Background: an optimization exercise with open tools, aiming at a short achievable clock period and few clock cycles. Do not read the settings as production practice. Where RTL was checked, it was by simulation tests only, not by an equivalence proof against the original. Power and IR drop assume default switching activity.

== north ==
==> flow/design.v (excerpt) <==
module mips_core (
    input  logic            clk,
    input  logic            rst,
    output mips_pkg::word_t iport_addr_o,
    input  mips_pkg::word_t iport_data_i,
    output mips_pkg::word_t dport_addr_o,
    output mips_pkg::word_t dport_wdata_o,
    output logic            dport_we_o,
    output logic            dport_re_o,
    input  mips_pkg::word_t dport_rdata_i
);
Size in the first run: roughly 78,000 µm² of cells after synthesis.
Settings: LEC_CHECK=0, ABC_CLOCK_PERIOD_IN_PS=2500, CAP_MARGIN=20, CORE_MARGIN=2, CORE_UTILIZATION=40, SETUP_SLACK_MARGIN=3.8, SLEW_MARGIN=20, SYNTH_HIERARCHICAL=1, SYNTH_MINIMUM_KEEP_SIZE=0; clock period 6.5 ns.
run.sh (not shown) runs the stock make flow with config.mk's settings and CLKGATE_MAP_FILE= SYNTH_SCRIPT=/design/flow/synth_recipe.tcl, a recipe that flattens the netlist after the stock synthesis.
What south does differently from north at the input level:
--- a/flow/design.v
+++ b/flow/design.v
@@ -178,45 +178,26 @@
             end
         end
     end
     ks_xor u_s0 (.a(p[0]), .b(ci), .y(s[0]));
     assign c31 = g[5][30];
     for (genvar i = 1; i < 32; i++) begin : g_sum
         ks_xor u_s (.a(p[i]), .b(g[5][i-1]), .y(s[i]));
     end
 endmodule
-module ks_nand3 (input logic a, b, c, output logic y);
-    assign y = ~(a & b & c);
-endmodule
-module ks_mux2i (input logic s, a, b, output logic y);
-    assign y = ~(s ? a : b);
-endmodule
-module ks_pick (
-    input  logic        c,
-    input  logic [10:0] q,
-    input  logic [10:0] n,
-    input  logic [10:0] e,
-    output logic        y
+module ks_pick #(parameter int N = 9) (
+    input  logic         c,
+    input  logic [N-1:0] q,
+    input  logic [N-1:0] n,
+    input  logic [N-1:0] e,
+    output logic         y
 );
-    logic [11:0] u;      
-    logic [3:0]  v;
-    logic [1:0]  w;
-    ks_inv u_c (.a(c), .y(u[11]));
-    for (genvar k = 0; k < 11; k++) begin : g_t
-        ks_mux2i u_t (.s(e[k]), .a(q[k]), .b(n[k]), .y(u[k]));
-    end
-    for (genvar k = 0; k < 4; k++) begin : g_v
-        ks_nand3 u_v (.a(u[3*k]), .b(u[3*k+1]), .c(u[3*k+2]), .y(v[k]));
-    end
-    for (genvar k = 0; k < 2; k++) begin : g_w
-        ks_nor u_w (.a(v[2*k]), .b(v[2*k+1]), .y(w[k]));
-    end
-    ks_nand u_y (.a(w[0]), .b(w[1]), .y(y));
+    assign y = c | (|(q & e)) | (|(n & ~e));
 endmodule
 `timescale 1ns/1ns
 module mips_core (
     input  logic            clk,
     input  logic            rst,
     output mips_pkg::word_t iport_addr_o,
     input  mips_pkg::word_t iport_data_i,
     output mips_pkg::word_t dport_addr_o,
     output mips_pkg::word_t dport_wdata_o,
@@ -346,20 +327,20 @@
     ks_eq32 u_eq_rf_wb  (.x(id_ra),         .y(wb_data),       .eq(id_eq[2]));
     ks_eq32 u_eq_rf_ld  (.x(id_ra),         .y(dport_rdata_i), .eq(id_eq[3]));
     ks_eq32 u_eq_res_rf (.x(mem_res),       .y(id_rb),         .eq(id_eq[4]));
     ks_eq32 u_eq_wb_rf  (.x(wb_data),       .y(id_rb),         .eq(id_eq[5]));
     ks_eq32 u_eq_ld_rf  (.x(dport_rdata_i), .y(id_rb),         .eq(id_eq[6]));
     ks_eq32 u_eq_res_wb (.x(mem_res),       .y(wb_data),       .eq(id_eq[7]));
     ks_eq32 u_eq_ld_wb  (.x(dport_rdata_i), .y(wb_data),       .eq(id_eq[8]));
     logic [3:0] id_redirect;
     for (genvar k = 0; k < 4; k++) begin : g_redirect
-        ks_pick u_pick (.c(id_bc), .q({2'b00, id_bq}), .n({2'b00, id_bn}),
-                        .e({2'b00, id_eq}), .y(id_redirect[k]));
+        ks_pick #(.N(NID)) u_pick (.c(id_bc), .q(id_bq), .n(id_bn), .e(id_eq),
+                                   .y(id_redirect[k]));
     end
     word_t a, b, t;
     word_t sum;
     word_t alu;
     logic  c31, slt;
     assign a = ({32{ex_a_res}} & mem_res) | ({32{ex_a_ld}} & dport_rdata_i) | ex_a;
     assign b = ({32{ex_b_pos}} & mem_res) | ({32{ex_b_neg}} & ~mem_res)
              | ({32{ex_b_ldp}} & dport_rdata_i) | ({32{ex_b_ldn}} & ~dport_rdata_i) | ex_b;
     assign t = ({32{ex_t_res}} & mem_res) | ({32{ex_t_ld}} & dport_rdata_i) | ex_t;
@@ -372,22 +353,22 @@
         end
     end
     assign alu = ({32{ex_add}} & sum) | logic_res | {31'd0, ex_slt & slt};
     logic [NEX-1:0] ex_eq;
     ks_eq32 u_eq_at (.x(ex_a),          .y(ex_t),          .eq(ex_eq[0]));
     ks_eq32 u_eq_mt (.x(mem_res),       .y(ex_t),          .eq(ex_eq[1]));
     ks_eq32 u_eq_am (.x(ex_a),          .y(mem_res),       .eq(ex_eq[2]));
     ks_eq32 u_eq_lt (.x(dport_rdata_i), .y(ex_t),          .eq(ex_eq[3]));
     ks_eq32 u_eq_al (.x(ex_a),          .y(dport_rdata_i), .eq(ex_eq[4]));
-    logic [9:0] mispredict;
-    for (genvar k = 0; k < 10; k++) begin : g_mispredict
-        ks_pick u_pick (.c(ex_mc), .q({6'd0, ex_mn}), .n({6'd0, ex_mq}),
-                        .e({6'd0, ex_eq}), .y(mispredict[k]));
+    logic [7:0] mispredict;
+    for (genvar k = 0; k < 8; k++) begin : g_mispredict
+        ks_pick #(.N(NEX)) u_pick (.c(ex_mc), .q(ex_mn), .n(ex_mq), .e(ex_eq),
+                                   .y(mispredict[k]));
     end
     word_t pc4;
     ks_add32 u_pc_inc (.x(pc), .y(32'd4), .s(pc4));
     assign iport_addr_o = pc;
     always_ff @(posedge clk) begin
         for (int i = 0; i < 32; i++) begin
             if (rst) begin
                 pc[i] <= 1'b0;
             end else if (mispredict[i / 8]) begin
@@ -399,28 +380,25 @@
     end
     always_ff @(posedge clk) begin
         for (int i = 0; i < 32; i++) begin
             if (rst || mispredict[4 + i / 8]) begin
                 id_instr[i] <= 1'b0;         
             end else begin
                 id_instr[i] <= iport_data_i[i];
             end
         end
-        if (rst || mispredict[8]) begin
+        if (rst || mispredict[7]) begin
             id_bc <= 1'b0;
             id_bq <= '0;
+            id_bn <= '0;
         end else begin
             id_bc <= f_bc;
             id_bq <= (f_br && !f_late && !f_bne) ? f_pair : '0;
-        end
-        if (rst || mispredict[9]) begin
-            id_bn <= '0;
-        end else begin
             id_bn <= (f_br && !f_late && f_bne) ? f_pair : '0;
         end
         id_pc4   <= pc4;
         id_ra    <= f_ra;
         id_rb    <= f_rb;
         id_a_ex  <= n_a_ex;
         id_a_ld  <= n_a_ld;
         id_a_res <= n_a_res;
         id_a_wb  <= n_a_wb;
### Flow results
Of the two candidates, north has the worse routed wire length and south the better one. On south: portion of the clock cycle consumed by the worst path in the final layout is 5.3 points higher than what north gave. south vs. north: area of combinational cells with multiple inputs went down by 5.5%. The final reports for south and north show first-iteration DRC count lower in the former. The final layout from south, which completed every stage, passed the timing, DRC and antenna checks at the end of the flow. Sort south and north by total setup buffers inserted after CTS, descending, and south comes first. The final reports for south and north show count of clock-net buffers in the final layout higher in the former. | non-clock buffering overhead in the final layout | lower: south |. On south: count of placed standard cells including taps is 290 lower than what north gave. Total length of routed met2 wires for south: about 2.6% up relative to north. Between north and south, the overall power of the completed layout does not differ in any meaningful way. Re post-layout net count: south and north aren't equal, and the lower value belongs to south. When south is measured against north, its logic depth of the worst path, buffers included turns out 2 lower.
Function was not checked in any run of this note: the RTL went through the layout flow alone.

========
red:
The RTL this note starts from:
==> flow/design.v <==
package mips_pkg;
    typedef logic [32-1:0]       word_t;
    typedef logic [5-1:0] reg_addr_t;
    typedef enum logic [5:0] {
        OP_SPECIAL = 6'h00,
        OP_BEQ     = 6'h04,
        OP_BNE     = 6'h05,
        OP_ADDIU   = 6'h09,
        OP_ORI     = 6'h0d,
        OP_LW      = 6'h23,
        OP_SW      = 6'h2b
    } opcode_e;
    typedef enum logic [5:0] {
        F_ADDU = 6'h21,
        F_SUBU = 6'h23,
        F_AND  = 6'h24,
        F_OR   = 6'h25,
        F_XOR  = 6'h26,
        F_SLT  = 6'h2a
    } funct_e;
    typedef struct packed {
        logic [5:0] opcode;
        reg_addr_t  rs;
        reg_addr_t  rt;
        reg_addr_t  rd;
        logic [4:0] shamt;
        logic [5:0] funct;
    } instr_t;
    typedef enum logic [2:0] {
        ALU_ADD,
        ALU_SUB,
        ALU_AND,
        ALU_OR,
        ALU_XOR,
        ALU_SLT
    } alu_op_e;
    typedef struct packed {
        alu_op_e alu_op;
        logic    use_imm;        
        logic    imm_zero_ext;
        logic    gpr_we;
        logic    wa_is_rd;       
        logic    mem_read;
        logic    mem_write;
        logic    branch;
        logic    branch_ne;
    } ctrl_t;
    typedef enum logic [1:0] {
        FWD_REG,
        FWD_MEM,
        FWD_WB
    } fwd_sel_e;
    function automatic word_t fwd_select(fwd_sel_e sel, word_t reg_val, word_t mem_val,
                                         word_t wb_val);
        word_t val;
        case (sel)
            mips_pkg::FWD_MEM: val = mem_val;
            mips_pkg::FWD_WB:  val = wb_val;
            default: val = reg_val;
        endcase
        fwd_select = val;
    endfunction
endpackage
`timescale 1ns/1ns
module mips_core (
    input  logic            clk,
    input  logic            rst,
    output mips_pkg::word_t iport_addr_o,
    input  mips_pkg::word_t iport_data_i,
    output mips_pkg::word_t dport_addr_o,
    output mips_pkg::word_t dport_wdata_o,
    output logic            dport_we_o,
    output logic            dport_re_o,
    input  mips_pkg::word_t dport_rdata_i
);
    typedef logic [31:0] word_t;
    typedef logic [4:0]  ra_t;
    function automatic word_t add32(word_t x, word_t y);
        word_t p, g, pp;
        p  = x ^ y;
        g  = x;
        g[0] = x[0] & y[0];
        pp = p;
        for (int l = 1; l < 32; l = l * 2) begin
            for (int i = 31; i >= l; i--) begin
                g[i]  = pp[i] ? g[i - l] : g[i];
                pp[i] = pp[i] & pp[i - l];
            end
        end
        add32 = p ^ {g[30:0], 1'b0};
    endfunction
    word_t pc;
    word_t id_instr;
    word_t id_pc4;
    word_t id_ra, id_rb;             
    logic  id_a_ex, id_a_ld, id_a_res, id_a_wb, id_a_rf;
    logic  id_b_ex, id_b_ld, id_b_res, id_b_wb, id_b_rf;
    word_t ex_a, ex_b, ex_t;         
    logic  ex_a_ld, ex_a_res, ex_b_ld, ex_b_res, ex_t_ld, ex_t_res;
    logic  ex_sub, ex_add, ex_and, ex_or, ex_xor, ex_slt;
    logic  ex_br, ex_bne;
    logic  ex_ld, ex_st, ex_we;
    ra_t   ex_wa;
    word_t mem_res;
    word_t mem_addr;                 
    word_t mem_wdata;
    logic  mem_ld, mem_st, mem_we;
    logic  mem_ldv;                  
    ra_t   mem_wa;
    word_t wb_data;
    logic  wb_we;
    ra_t   wb_wa;
    word_t regs [1:31];
    logic [5:0]  op, fn;
    ra_t         rd, rt;
    logic [15:0] imm;
    logic        d_r, d_addu, d_subu, d_and, d_or, d_xor, d_slt;
    logic        d_addiu, d_ori, d_lw, d_sw, d_beq, d_bne, d_br;
    logic        d_we;
    ra_t         d_wa;
    assign op  = id_instr[31:26];
    assign rt  = id_instr[20:16];
    assign rd  = id_instr[15:11];
    assign fn  = id_instr[5:0];
    assign imm = id_instr[15:0];
    assign d_addu  = op == 6'h00 && fn == 6'h21;
    assign d_subu  = op == 6'h00 && fn == 6'h23;
    assign d_and   = op == 6'h00 && fn == 6'h24;
    assign d_or    = op == 6'h00 && fn == 6'h25;
    assign d_xor   = op == 6'h00 && fn == 6'h26;
    assign d_slt   = op == 6'h00 && fn == 6'h2a;
    assign d_r     = d_addu | d_subu | d_and | d_or | d_xor | d_slt;
    assign d_addiu = op == 6'h09;
    assign d_ori   = op == 6'h0d;
    assign d_lw    = op == 6'h23;
    assign d_sw    = op == 6'h2b;
    assign d_beq   = op == 6'h04;
    assign d_bne   = op == 6'h05;
    assign d_br    = d_beq | d_bne;
    assign d_wa = d_r ? rd : rt;
    assign d_we = (d_r | d_addiu | d_ori | d_lw) && d_wa != 5'd0;
    ra_t   f_rs, f_rt;
    word_t f_ra, f_rb;
    assign f_rs = iport_data_i[25:21];
    assign f_rt = iport_data_i[20:16];
    assign f_ra = (f_rs == 5'd0) ? 32'd0 : (wb_we && wb_wa == f_rs) ? wb_data : regs[f_rs];
    assign f_rb = (f_rt == 5'd0) ? 32'd0 : (wb_we && wb_wa == f_rt) ? wb_data : regs[f_rt];
    logic f_a_ex, f_a_mem, f_a_wb, f_b_ex, f_b_mem, f_b_wb;
    assign f_a_ex  = d_we   && d_wa   == f_rs;
    assign f_a_mem = ex_we  && ex_wa  == f_rs;
    assign f_a_wb  = mem_we && mem_wa == f_rs;
    assign f_b_ex  = d_we   && d_wa   == f_rt;
    assign f_b_mem = ex_we  && ex_wa  == f_rt;
    assign f_b_wb  = mem_we && mem_wa == f_rt;
    word_t val_a, val_b;
    assign val_a = ({32{id_a_ld}}  & dport_rdata_i)
                 | ({32{id_a_res}} & mem_res)
                 | ({32{id_a_wb}}  & wb_data)
                 | ({32{id_a_rf}}  & id_ra);
    assign val_b = ({32{id_b_ld}}  & dport_rdata_i)
                 | ({32{id_b_res}} & mem_res)
                 | ({32{id_b_wb}}  & wb_data)
                 | ({32{id_b_rf}}  & id_rb);
    word_t imm_ext;
    logic  d_use_imm;
    assign imm_ext   = d_ori ? {16'h0, imm} : {{16{imm[15]}}, imm};
    assign d_use_imm = d_addiu | d_ori | d_lw | d_sw;
    word_t id_target;
    logic  id_late, id_redirect;
    assign id_target   = add32(id_pc4, {{14{imm[15]}}, imm, 2'b00});
    assign id_late     = id_a_ex || id_b_ex;
    assign id_redirect = d_br && (id_late || ((val_a == val_b) != d_bne));
    word_t a, b, t;
    word_t sum;
    word_t alu;
    logic  slt;
    logic  ex_taken, mispredict;
    assign a = ({32{ex_a_ld}}  & (dport_rdata_i ^ {32{ex_sub}}))
             | ({32{ex_a_res}} & (mem_res ^ {32{ex_sub}}))
             | ex_a;
    assign b = ({32{ex_b_ld}}  & dport_rdata_i)
             | ({32{ex_b_res}} & mem_res)
             | ex_b;
    assign t = ({32{ex_t_ld}}  & dport_rdata_i)
             | ({32{ex_t_res}} & mem_res)
             | ex_t;
    assign sum = add32(a, b) ^ {32{ex_sub}};
    assign slt = (a[31] == b[31]) ? ~b[31] : sum[31];
    word_t logic_res;
    always_comb begin
        for (int i = 0; i < 32; i++) begin
            logic_res[i] = (a[i] ^ b[i]) ? (ex_or | ex_xor) : (a[i] & (ex_and | ex_or));
        end
    end
    assign alu = ({32{ex_add}} & sum) | logic_res | {31'd0, ex_slt & slt};
    assign ex_taken   = (a == t) != ex_bne;
    assign mispredict = ex_br && !ex_taken;
    word_t pc4;
    assign pc4          = add32(pc, 32'd4);
    assign iport_addr_o = pc;
    always_ff @(posedge clk) begin
        if (rst) begin
            pc <= 32'h0000_0000;
        end else if (mispredict) begin
            pc <= id_pc4;
        end else begin
            pc <= id_redirect ? id_target : pc4;
        end
    end
    always_ff @(posedge clk) begin
        if (rst || mispredict) begin
            id_instr <= 32'd0;               
        end else begin
            id_instr <= iport_data_i;
        end
        id_pc4   <= pc4;
        id_ra    <= f_ra;
        id_rb    <= f_rb;
        id_a_ex  <= f_a_ex;
        id_a_ld  <= !f_a_ex && f_a_mem && ex_ld;
        id_a_res <= !f_a_ex && f_a_mem && !ex_ld;
        id_a_wb  <= !f_a_ex && !f_a_mem && f_a_wb;
        id_a_rf  <= !f_a_ex && !f_a_mem && !f_a_wb;
        id_b_ex  <= f_b_ex;
        id_b_ld  <= !f_b_ex && f_b_mem && ex_ld;
        id_b_res <= !f_b_ex && f_b_mem && !ex_ld;
        id_b_wb  <= !f_b_ex && !f_b_mem && f_b_wb;
        id_b_rf  <= !f_b_ex && !f_b_mem && !f_b_wb;
    end
    always_ff @(posedge clk) begin
        ex_a      <= id_a_ex ? 32'd0 : ((d_subu | d_slt) ? ~val_a : val_a);
        ex_b      <= d_use_imm ? imm_ext : (id_b_ex ? 32'd0 : val_b);
        ex_t      <= id_b_ex ? 32'd0 : val_b;
        ex_a_ld   <= id_a_ex && ex_ld;
        ex_a_res  <= id_a_ex && !ex_ld;
        ex_b_ld   <= id_b_ex && ex_ld && !d_use_imm;
        ex_b_res  <= id_b_ex && !ex_ld && !d_use_imm;
        ex_t_ld   <= id_b_ex && ex_ld;
        ex_t_res  <= id_b_ex && !ex_ld;
        ex_wa     <= d_wa;
        ex_bne    <= d_bne;
        ex_sub    <= d_subu | d_slt;
        ex_add    <= d_addu | d_subu | d_addiu | d_lw | d_sw;
        ex_and    <= d_and;
        ex_or     <= d_or | d_ori;
        ex_xor    <= d_xor;
        ex_slt    <= d_slt;
        if (rst) begin
            ex_br <= 1'b0;
            ex_ld <= 1'b0;
            ex_st <= 1'b0;
            ex_we <= 1'b0;
        end else begin
            ex_br <= d_br && id_late;
            ex_ld <= d_lw;
            ex_st <= d_sw;
            ex_we <= d_we;
        end
    end
    always_ff @(posedge clk) begin
        mem_res   <= alu;
        mem_addr  <= sum;
        mem_wdata <= t;
        mem_wa    <= ex_wa;
        if (rst) begin
            mem_ld  <= 1'b0;
            mem_ldv <= 1'b0;
            mem_st  <= 1'b0;
            mem_we  <= 1'b0;
        end else begin
            mem_ld  <= ex_ld;
            mem_ldv <= ex_ld && ex_we;
            mem_st  <= ex_st;
            mem_we  <= ex_we;
        end
    end
    assign dport_addr_o  = mem_addr;
    assign dport_wdata_o = mem_wdata;
    assign dport_we_o    = mem_st;
    assign dport_re_o    = mem_ld;
    always_ff @(posedge clk) begin
        wb_data <= mem_ldv ? dport_rdata_i : mem_res;
        wb_wa   <= mem_wa;
        wb_we   <= rst ? 1'b0 : mem_we;
    end
    always_ff @(posedge clk) begin
        if (wb_we) regs[wb_wa] <= wb_data;
    end
endmodule
make LEC_CHECK=0 ABC_CLOCK_PERIOD_IN_PS=2500 CAP_MARGIN=20 CORE_MARGIN=2 CORE_UTILIZATION=40 SETUP_SLACK_MARGIN=3.8 SLEW_MARGIN=20 finish   # period 6.5 ns
[inputs] blue vs red
--- a/flow/design.v
+++ b/flow/design.v
@@ -187,11 +187,7 @@
     assign sum = add32(a, b) ^ {32{ex_sub}};
     assign slt = (a[31] == b[31]) ? ~b[31] : sum[31];
     word_t logic_res;
-    always_comb begin
-        for (int i = 0; i < 32; i++) begin
-            logic_res[i] = (a[i] ^ b[i]) ? (ex_or | ex_xor) : (a[i] & (ex_and | ex_or));
-        end
-    end
+    assign logic_res = ((a ^ b) & {32{ex_or | ex_xor}}) | (~(a ^ b) & a & {32{ex_and | ex_or}});
     assign alu = ({32{ex_add}} & sum) | logic_res | {31'd0, ex_slt & slt};
     assign ex_taken   = (a == t) != ex_bne;
     assign mispredict = ex_br && !ex_taken;
### Flow results
The higher post-route clock period utilization came out of blue. Looking at arrival time of data at the critical path endpoint across blue and red, the one that comes out higher is blue. The number of inserted diodes in blue sits 3 below the value recorded for red. Compared with red, in blue peak clock frequency supported by timing moved down; cell depth of the worst setup path moved up; sequential fraction of design power moved down; via count moved up; area of the core region moved up. Comparing the two runs side by side, blue comes out behind red on total power consumption of the routed design.
Testbench counts of blue, summed over its fixed seeds: cycles 72,458.
Only the layout flow was run in red; the RTL was not checked for function there.

## separate check: timing with driven ports
In the flow no input, the clock included, has a driving cell. The finished layouts below were timed again as built, in two steps. Step 1 assumes that a clkbuf_16 drives the clock port and a buf_2 every other input. Step 2 moves the port delays by t, midway between the first and last clock arrival at a register: inputs arrive t later, outputs are due t later. That takes back most of the time a late clock gives input paths. a / b / c = no drivers / after step 1 / after step 2; a / b = the first two.
run | shift t [ns] | setup slack, ns | slew at the worst register clock pin (ns) | worst data-port slew with drivers (ns)
north | 0.889 | 3.614 / 3.585 / 2.696 | 0.07 / 0.07 | 0.39
south | 0.891 | 3.267 / 3.321 / 2.430 | 0.07 / 0.07 | 0.33
red | 0.881 | 2.853 / 2.872 / 2.023 | 0.07 / 0.07 | 0.29
blue | 0.879 | 2.626 / 2.637 / 1.757 | 0.06 / 0.06 | 0.25
After both steps every run listed still meets setup and hold. The setup slack of north, which loses most, moves by -0.029 ns with the drivers and by -0.918 ns with both steps.
